What follows belongs to an exercise in optimizing a design on an open flow for small area, a short achievable clock period and few clock cycles per item; a production flow would make more cautious choices. No activity file was given, so power comes from the tool's default toggle rates.

old:
==> flow/design.v <==
package second_pipe_pkg;
    typedef enum logic [5-1:0] {
        op_none = 5'd0,
        op_add  = 5'd1,
        op_addu = 5'd2,
        op_sub  = 5'd3,
        op_subu = 5'd4,
        op_slt  = 5'd5,
        op_sltu = 5'd6,
        op_and  = 5'd7,
        op_or   = 5'd8,
        op_xor  = 5'd9,
        op_nor  = 5'd10,
        op_sll  = 5'd11,
        op_srl  = 5'd12,
        op_sra  = 5'd13,
        op_lui  = 5'd14
    } alu_op_t;
    typedef struct packed {
        alu_op_t                op;
        logic [32-1:0]     a;
        logic [32-1:0]     b;
        logic                   wr_en;
        logic [5-1:0] wr_addr;
        logic [14-1:0]      exc;
    } dec_t;
    typedef struct packed {
        logic                   wr_en;
        logic [5-1:0] wr_addr;
        logic [32-1:0]     wr_data;
        logic [14-1:0]      exc;
    } res_t;
endpackage
module issue_capture (
    input  logic clk,
    input  logic reset,
    input  logic in_req,
    output logic in_ack,
    input  logic out_req,
    input  logic out_ack,
    output logic take
);
    assign take = in_req && !in_ack && !out_req && !out_ack;
    always_ff @(posedge clk) begin
        if (reset) in_ack <= 1'b0;
        else       in_ack <= in_req && (in_ack || take);
    end
endmodule
module alu_execute (
    input  logic [32-1:0]     instr,
    input  logic [1:0]             pc_lo,
    input  logic [32-1:0]     rs_val,
    input  logic [32-1:0]     rt_val,
    input  logic [14-1:0]      exc_in,
    input  logic                   is_nop,
    output logic                   wr_ok,
    output logic [5-1:0] wr_addr,
    output logic [32-1:0]     wr_data,
    output logic [14-1:0]      exc
);
    logic [5:0]  opcode;
    logic [5:0]  funct;
    logic        rtype;
    logic        itype;
    logic        legal;
    logic        sub;
    logic        ov_op;
    logic        uns;
    logic [1:0]  lop;
    logic        lui;
    logic [31:0] b;
    logic [31:0] bx;
    logic [32:0] sum;
    logic        ovf;
    logic        lt;
    logic [31:0] lres;
    logic [4:0]  sh;
    logic        sh_left;
    logic        fill;
    logic [31:0] sh_in;
    logic [31:0] sh_out;
    logic [31:0] sh_res;
    assign opcode = instr[31:26];
    assign funct  = instr[5:0];
    assign rtype  = (opcode == 6'b000000);
    assign itype  = (opcode[5:3] == 3'b001);
    assign legal = rtype ? ((funct[5:3] == 3'b100) ||
                            (funct[5:1] == 5'b10101) ||
                            (funct[5:3] == 3'b000 && funct[1:0] != 2'b01))
                         : itype;
    logic ri;
    assign ri = !opcode[3];
    assign b = ri ? rt_val :
               {{16{instr[15] & ~opcode[2]}}, instr[15:0]};
    assign sub = ri ? (funct[1] & ~funct[2]) : (opcode[1] & ~opcode[2]);
    assign bx  = b ^ {32{sub}};
    logic [33:0] sum_c;
    assign sum_c = {1'b0, rs_val, 1'b1} + {1'b0, bx, sub};
    assign sum   = sum_c[33:1];
    assign ov_op = rtype ? (funct[5:2] == 4'b1000 && !funct[0])
                         : (opcode == 6'b001000);
    assign ovf   = (rs_val[31] == bx[31]) && (sum[31] != rs_val[31]);
    assign uns = ri ? funct[0] : opcode[0];
    assign lt  = !sum[32] ^ (!uns & (rs_val[31] ^ b[31]));
    logic [31:0] p;
    logic [31:0] g;
    logic [31:0] lui_v;
    assign p     = rs_val ^ bx;
    assign g     = rs_val & bx;
    assign lop   = ri ? funct[1:0] : opcode[1:0];
    assign lui   = !ri;
    assign lui_v = {instr[15:0], 16'h0000};
    always_comb begin
        case (lop)
            2'b00:   lres = g;
            2'b01:   lres = p | g;
            2'b10:   lres = p;
            default: lres = lui ? lui_v : ~(p | g);
        endcase
    end
    assign sh      = funct[2] ? rs_val[4:0] : instr[10:6];
    assign sh_left = !funct[1];
    assign fill    = funct[0] & rt_val[31];
    always_comb begin
        for (int i = 0; i < 32; i++) sh_in[i] = sh_left ? rt_val[31-i] : rt_val[i];
    end
    assign sh_out = $unsigned($signed({fill, sh_in}) >>> sh);
    always_comb begin
        for (int i = 0; i < 32; i++) sh_res[i] = sh_left ? sh_out[31-i] : sh_out[i];
    end
    logic sel_sh;
    logic sel_lt;
    logic sel_log;
    logic sel_sum;
    assign sel_sh  = ri & ~funct[5];
    assign sel_lt  = ri ? (funct[5] & funct[3]) : (~opcode[2] & opcode[1]);
    assign sel_log = ri ? (funct[5] & ~funct[3] & funct[2]) : opcode[2];
    assign sel_sum = ri ? (funct[5] & ~funct[3] & ~funct[2]) : (~opcode[2] & ~opcode[1]);
    assign wr_data = ({32{sel_sh}} & sh_res) | ({32{sel_log}} & lres) |
                     ({32{sel_sum}} & sum[31:0]) | {31'd0, sel_lt & lt};
    assign wr_addr = ri ? instr[15:11] : instr[20:16];
    assign wr_ok   = legal && !is_nop;
    always_comb begin
        exc = exc_in;
        if (ov_op && ovf && !is_nop)  exc[1] = 1'b1;
        if (!legal && !is_nop)        exc[2] = 1'b1;
        if (pc_lo != 2'b00)           exc[6] = 1'b1;
    end
endmodule
module result_handshake (
    input  logic clk,
    input  logic reset,
    input  logic take,
    output logic out_req,
    input  logic out_ack
);
    always_ff @(posedge clk) begin
        if (reset) out_req <= 1'b0;
        else       out_req <= take || (out_req && !out_ack);
    end
endmodule
module second_pipe_top (
    input  logic                   clk,
    input  logic                   reset,
    input  logic                   in_req,
    output logic                   in_ack,
    input  logic [32-1:0]     instr,
    input  logic [32-1:0]     pc,
    input  logic [32-1:0]     rs_val,
    input  logic [32-1:0]     rt_val,
    input  logic [14-1:0]      exc_in,
    input  logic                   is_nop,
    output logic                   out_req,
    input  logic                   out_ack,
    output logic                   wr_en,
    output logic [5-1:0] wr_addr,
    output logic [32-1:0]     wr_data,
    output logic [14-1:0]      exc_out
);
    logic                   x_wr_ok;
    logic [5-1:0] x_wr_addr;
    logic [32-1:0]     x_wr_data;
    logic [14-1:0]      x_exc;
    logic                   take;
    logic                   wr_ok_q;
    alu_execute u_execute (
        .instr(instr), .pc_lo(pc[1:0]), .rs_val(rs_val), .rt_val(rt_val),
        .exc_in(exc_in), .is_nop(is_nop),
        .wr_ok(x_wr_ok), .wr_addr(x_wr_addr), .wr_data(x_wr_data), .exc(x_exc)
    );
    issue_capture u_capture (
        .clk(clk), .reset(reset), .in_req(in_req), .in_ack(in_ack),
        .out_req(out_req), .out_ack(out_ack), .take(take)
    );
    result_handshake u_result (
        .clk(clk), .reset(reset), .take(take),
        .out_req(out_req), .out_ack(out_ack)
    );
    always_ff @(posedge clk) begin
        if (!out_req) begin
            wr_ok_q <= x_wr_ok;
            wr_addr <= x_wr_addr;
            wr_data <= x_wr_data;
            exc_out <= x_exc;
        end
    end
    assign wr_en = wr_ok_q && (exc_out == '0);
endmodule
clock: 5.0 ns
lec_check: 0
abc_area: 1
cap_margin: 20
core_margin: 2
core_utilization: 40
setup_slack_margin: 1.5
slew_margin: 20
tns_end_percent: 10
standard.sh (not shown) runs the stock make flow with config.mk's settings and CLKGATE_MAP_FILE= SYNTH_SCRIPT=/design/flow/synth_recipe.tcl, a recipe that flattens the netlist after the stock synthesis.
==> flow/flow/run.sh <==
#!/bin/bash
# The standard layout (standard.sh, ORFS make), with plain buffers on
# the ports instead of the delay cells buffer_ports picks by default.
# Each ORFS step logs to its own file under orfs/logs; make's output goes
# to make.log and the DEF export's to write_def.log.
set -euo pipefail
export BUFFER_PORTS_ARGS="-buffer_cell sky130_fd_sc_hd__buf_2"
export ADDER_MAP_FILE=
bash standard.sh > make.log 2>&1
Edits applied to the flow inputs when going from old to new:
--- a/flow/design.v
+++ b/flow/design.v
@@ -94,9 +94,33 @@
                {{16{instr[15] & ~opcode[2]}}, instr[15:0]};
     assign sub = ri ? (funct[1] & ~funct[2]) : (opcode[1] & ~opcode[2]);
     assign bx  = b ^ {32{sub}};
-    logic [33:0] sum_c;
-    assign sum_c = {1'b0, rs_val, 1'b1} + {1'b0, bx, sub};
-    assign sum   = sum_c[33:1];
+    logic [31:0] ap;
+    logic [31:0] ag;
+    logic [31:0] sp [0:5];
+    logic [31:0] sg [0:5];
+    logic [32:0] cy;
+    assign ap = rs_val ^ bx;
+    assign ag = rs_val & bx;
+    assign sp[0] = ap;
+    assign sg[0] = {ag[31:1], ag[0] | (ap[0] & sub)};
+    always_comb begin
+        for (int k = 0; k < 5; k++) begin
+            for (int i = 0; i < 32; i++) begin
+                if (i[k]) begin
+                    sg[k+1][i] = sg[k][i] | (sp[k][i] & sg[k][((i >> k) << k) - 1]);
+                    sp[k+1][i] = sp[k][i] & sp[k][((i >> k) << k) - 1];
+                end else begin
+                    sg[k+1][i] = sg[k][i];
+                    sp[k+1][i] = sp[k][i];
+                end
+            end
+        end
+    end
+    assign cy[0] = sub;
+    always_comb begin
+        for (int i = 0; i < 32; i++) cy[i+1] = sg[5][i];
+    end
+    assign sum = {cy[32], ap ^ cy[31:0]};
     assign ov_op = rtype ? (funct[5:2] == 4'b1000 && !funct[0])
                          : (opcode == 6'b001000);
     assign ovf   = (rs_val[31] == bx[31]) && (sum[31] != rs_val[31]);
Results
Slowest stage cell on the critical path: sky130_fd_sc_hd__o21ai_0 -> old, sky130_fd_sc_hd__o21ai_2 -> new
Post-cts repair resize count for new: 5 up relative to old
Wire: new routes less than old
Changes observed in new relative to old: cell leakage power dropped 0.43 nW; global-route wire length before repair dropped 13%.
From old to new the numbers moved as follows: buffer count from post-CTS setup fixing +2; synthesized cell count decreased by 189 relative to the old numbers; post-synthesis instance area fell by 860 um2; pre-CTS setup slack fell 0.15 ns; total power of the final layout moved down.
Going from old to new, relative area of clock buffers and inverters in the final design grows by 0.19 points.
For the mean instance size in the synthesized netlist, new came in 1.7% higher than old did.
Diff old -> new: distinct cell type count after synthesis moved up; worst setup slack ~0 delta.
Function was not checked in any run of this note: the RTL went through the layout flow alone.

-- static timing again, ports no longer ideal --
How much do the figures lean on ideal ports? The routed layouts below were timed once more, with nothing changed but the port constraints.
Step 1 (the two cells are an assumption about what drives the block):
set clk [get_ports {clk}]
set_driving_cell -lib_cell sky130_fd_sc_hd__clkbuf_16 $clk
set_driving_cell -lib_cell sky130_fd_sc_hd__buf_2 [delete_from_list [all_inputs] $clk]
Step 2 times the ports against the registers' clock, not the clock port: input delays grow and output delays shrink by t, the midpoint of the rising clock arrivals with the driver on.
Slacks: ideal ports / drivers / drivers and shift; pairs: ideal ports / drivers.
run | t (ns) | setup WS [ns] | hold WS [ns] | latest minus earliest clock arrival (ns) | slew at the worst register clock pin (ns)
old | 0.351 | 1.558 / 1.572 / 1.221 | 0.555 / 0.555 / 0.555 | 0.012 / 0.012 | 0.08 / 0.08
new | 0.354 | 1.560 / 1.557 / 1.203 | 0.554 / 0.554 / 0.554 | 0.017 / 0.017 | 0.09 / 0.09
After both steps setup and hold are still met in every run listed. For new, which loses most, drivers alone change the setup slack by -0.003 ns; drivers and shift together by -0.357 ns.
